What follows belongs to an exercise in optimizing a design on an open flow for small area and a short achievable clock period; a production flow would make more cautious choices. In this exercise RTL edits were held to simulation tests only and were not proved equivalent to the original. The flow treats the clock pin as an ideal source, which a real chip does not have. Power figures rest on the tool's default switching activity, not on a simulated workload.

Design arf_top, start of the top module:
module arf_top #(
  parameter int num_spec = 5   
) (
  input  wire         clk,
  input  wire         reset,
  input  wire  [19:0] read_addrs_i,    
  input  wire  [43:0] commit1_i,       
  input  wire  [43:0] commit2_i,       
  input  wire  [19:0] dispatch1_i,     
  input  wire  [19:0] dispatch2_i,     
  input  wire  [10:0] branch_i,        
  output wire  [38:0] op_rs1_1,        
  output wire  [38:0] op_rs2_1,
  output wire  [38:0] op_rs1_2,
  output wire  [38:0] op_rs2_2
);
  arf_pkg::read_addrs_t read_addrs;
  arf_pkg::commit_t     commit1;
  arf_pkg::commit_t     commit2;
  arf_pkg::dispatch_t   dispatch1;
  arf_pkg::dispatch_t   dispatch2;
  arf_pkg::branch_res_t branch;
  assign read_addrs = read_addrs_i;
  assign commit1    = commit1_i;
  assign commit2    = commit2_i;
  assign dispatch1  = dispatch1_i;
  assign dispatch2  = dispatch2_i;
  assign branch     = branch_i;
  logic [31:0] rsel1;
  logic [31:0] rsel2;
  logic [31:0] rsel3;
  logic [31:0] rsel4;
  logic [31:0] cdec1;
  logic [31:0] cdec2;
  logic [31:0] wsel1;
  logic [31:0] wsel2;
  logic [31:0] ddec1;
  logic [31:0] ddec2;
  for (genvar r = 0; r < 32; r++) begin : g_dec
    assign rsel1[r] = read_addrs.rs1_1 == 5'(r);
    assign rsel2[r] = read_addrs.rs2_1 == 5'(r);
    assign rsel3[r] = read_addrs.rs1_2 == 5'(r);
    assign rsel4[r] = read_addrs.rs2_2 == 5'(r);
    assign cdec1[r] = commit1.dst == 5'(r);
    assign cdec2[r] = commit2.dst == 5'(r);
    assign wsel1[r] = commit1.valid && cdec1[r];
    assign wsel2[r] = commit2.valid && cdec2[r];
    assign ddec1[r] = dispatch1.valid && (dispatch1.dst == 5'(r));
    assign ddec2[r] = dispatch2.valid && (dispatch2.dst == 5'(r));
  end
  wire [arf_pkg::data_w-1:0] rdata1;
  wire [arf_pkg::data_w-1:0] rdata2;
  wire [arf_pkg::data_w-1:0] rdata3;
  wire [arf_pkg::data_w-1:0] rdata4;
  wire arf_pkg::rrf_tag_t tag1;
  wire arf_pkg::rrf_tag_t tag2;
  wire arf_pkg::rrf_tag_t tag3;
  wire arf_pkg::rrf_tag_t tag4;
  wire busy1;
  wire busy2;
  wire busy3;
  wire busy4;
  reg_file i_reg_file (
    .clk   (clk),
  ...
Size in the first run: about 17000 cells after synthesis, ~320 I/O pins, about 0.14 sq mm of cells after synthesis.
Settings: LEC_CHECK=0, CAP_MARGIN=5, CELL_PAD_IN_SITES_DETAIL_PLACEMENT=2, CELL_PAD_IN_SITES_GLOBAL_PLACEMENT=2, CORE_MARGIN=2, CORE_UTILIZATION=30, CTS_BUF_LIST=sky130_fd_sc_hd__clkbuf_8 sky130_fd_sc_hd__clkbuf_16, CTS_CLUSTER_DIAMETER=70, CTS_CLUSTER_SIZE=20, GPL_TIMING_DRIVEN=0, PLACE_DENSITY=0.5, SETUP_SLACK_MARGIN=0.5, SLEW_MARGIN=5, SYNTH_HIERARCHICAL=1; clock period 6.0 ns.
standard.sh (not shown) runs the stock make flow with config.mk's settings and CLKGATE_MAP_FILE= SYNTH_SCRIPT=/design/flow/synth_recipe.tcl, a recipe that flattens the netlist after the stock synthesis.
==> flow/flow/run.sh <==
#!/bin/bash
# The standard ORFS layout (standard.sh), with these steps added through
# ORFS's per-step hooks:
#  - floorplan: flow/downsize.tcl puts the combinational cells that
#    synthesis sized up back to drive strength 1 (the repair steps resize
#    them where needed), and flow/small_bufs.tcl keeps the repair steps from
#    buffering with buf_12/buf_16 (also before CTS and global routing);
#  - buffer_ports uses plain buf_4 cells on the ports instead of delay cells.
# make's full output goes to flow_make.log; ORFS keeps each step's log
# under orfs/logs/.
set -euo pipefail
FLOW_DIR="$(pwd)/flow"
bash standard.sh \
  "BUFFER_PORTS_ARGS=-buffer_cell sky130_fd_sc_hd__buf_4" \
  "PRE_FLOORPLAN_TCL=${FLOW_DIR}/pre_floorplan.tcl" \
  "PRE_RESIZE_TCL=${FLOW_DIR}/small_bufs.tcl" \
  "PRE_CTS_TCL=${FLOW_DIR}/small_bufs.tcl" \
  "PRE_GLOBAL_ROUTE_TCL=${FLOW_DIR}/small_bufs.tcl" \
  finish > flow_make.log 2>&1
==> flow/flow/downsize.tcl <==
# PRE_FLOORPLAN hook: synthesis maps each small leaf module on its own and
# sizes its gates for a load it cannot see. Put every combinational cell
# back to drive strength 1 of the same footprint; repair_design and
# repair_timing size up again where slew, capacitance or timing ask for it.
# Flip-flops are left as synthesis made them.
set db [ord::get_db]
set n_swapped 0
foreach inst [[ord::get_db_block] getInsts] {
  set master [$inst getMaster]
  set name [$master getName]
  if {![regexp {^(sky130_fd_sc_hd__[a-z0-9]+)_([0-9]+)$} $name -> base size]} {
    continue
  }
  if {$size eq "1"} {
    continue
  }
  if {[regexp {__(df|edf|sdf|sedf|dl|clk|conb|tap|fill|decap|diode)} $base]} {
    continue
  }
  set small [$db findMaster "${base}_1"]
  if {$small eq "NULL"} {
    continue
  }
  if {[$small getMTermCount] != [$master getMTermCount]} {
    continue
  }
  $inst swapMaster $small
  incr n_swapped
}
puts "downsize.tcl: $n_swapped cells set to drive strength 1"
==> flow/flow/pre_floorplan.tcl <==
source [file join [file dirname [info script]] downsize.tcl]
source [file join [file dirname [info script]] small_bufs.tcl]
==> flow/flow/small_bufs.tcl <==
# Repair steps (repair_design, repair_timing) otherwise buffer long or
# heavily loaded nets with buf_12/buf_16 cells; keep them to buf_8 and
# smaller, which are enough for the loads in this design.
set_dont_use [get_lib_cells {sky130_fd_sc_hd__buf_12 sky130_fd_sc_hd__buf_16 sky130_fd_sc_hd__bufbuf_8 sky130_fd_sc_hd__bufbuf_16 sky130_fd_sc_hd__bufinv_8 sky130_fd_sc_hd__bufinv_16}]
The first run completed and failed the layout checks on max-capacitance violations, max-slew violations.
Edit:
--- a/flow/flow/run.sh
+++ b/flow/flow/run.sh
@@ -6,3 +6,6 @@
 #    them where needed), and flow/small_bufs.tcl keeps the repair steps from
-#    buffering with buf_12/buf_16 (also before CTS and global routing);
+#    buffering with buf_12/buf_16 (also in placement, resizing and global
+#    routing);
+#  - CTS: flow/pre_cts.tcl has CTS's timing repair estimate signal wires
+#    more pessimistically, closer to what global routing later finds;
 #  - buffer_ports uses plain buf_4 cells on the ports instead of delay cells.
@@ -15,4 +18,5 @@
   "PRE_FLOORPLAN_TCL=${FLOW_DIR}/pre_floorplan.tcl" \
+  "PRE_GLOBAL_PLACE_TCL=${FLOW_DIR}/small_bufs.tcl" \
   "PRE_RESIZE_TCL=${FLOW_DIR}/small_bufs.tcl" \
-  "PRE_CTS_TCL=${FLOW_DIR}/small_bufs.tcl" \
+  "PRE_CTS_TCL=${FLOW_DIR}/pre_cts.tcl" \
   "PRE_GLOBAL_ROUTE_TCL=${FLOW_DIR}/small_bufs.tcl" \
==> flow/flow/pre_cts.tcl (new file) <==
# PRE_CTS hook: keep the repair steps to small buffers, and have CTS's
# timing repair estimate signal wires with twice met1's capacitance and 1.5
# times its resistance. Estimates from placement came out about half the
# wire capacitance that global routing later finds on this design's long
# nets, so repair would otherwise leave weak gates on them.
source [file join [file dirname [info script]] small_bufs.tcl]
set_wire_rc -signal -resistance 1.34e-03 -capacitance 3.45e-04
- CAP_MARGIN: 5 -> 15
- GPL_TIMING_DRIVEN: 0 -> 1
- SLEW_MARGIN: 5 -> 15
Effect:
- The changed run went through all stages and came out clean
- combinational power is higher by a few percent
- cell count is higher by a few percent
- setup slack improves by 0.46 ns
- global-route usage is higher by 1.3 points
- sequential cell count stays the same
- die area stays the same
- clock power is lower by a few percent
- sequential share of layout area is lower by 0.43 points

==> static timing again, ports no longer ideal <==
Ports are ideal in the flow. The routed layouts listed here were re-timed in OpenROAD. Step 1 (the two cells are an assumption about what drives the block):
set clk [get_ports {clk}]
set_driving_cell -lib_cell sky130_fd_sc_hd__clkbuf_16 $clk
set_driving_cell -lib_cell sky130_fd_sc_hd__buf_2 [delete_from_list [all_inputs] $clk]
Step 2 adds t to the input delays and takes it off the output delays; t is the mean of the earliest and latest rising clock arrival at the registers after step 1. Input paths then give back, and output paths get back, about the clock's delay inside the block. Slacks: no drivers / after step 1 / after step 2; pairs: no drivers / after step 1.
run	t, ns	setup slack, ns	hold slack, ns	latest minus earliest clock arrival (ns)
the first run	1.183	0.002 / -0.250 / -1.309	0.396 / 0.323 / 0.482	0.071 / 0.071
the second run	1.136	0.464 / 0.251 / -0.127	0.484 / 0.484 / 0.484	0.076 / 0.076
The setup slack of the first run, which loses most, moves by -0.252 ns with the drivers and by -1.311 ns with both steps.
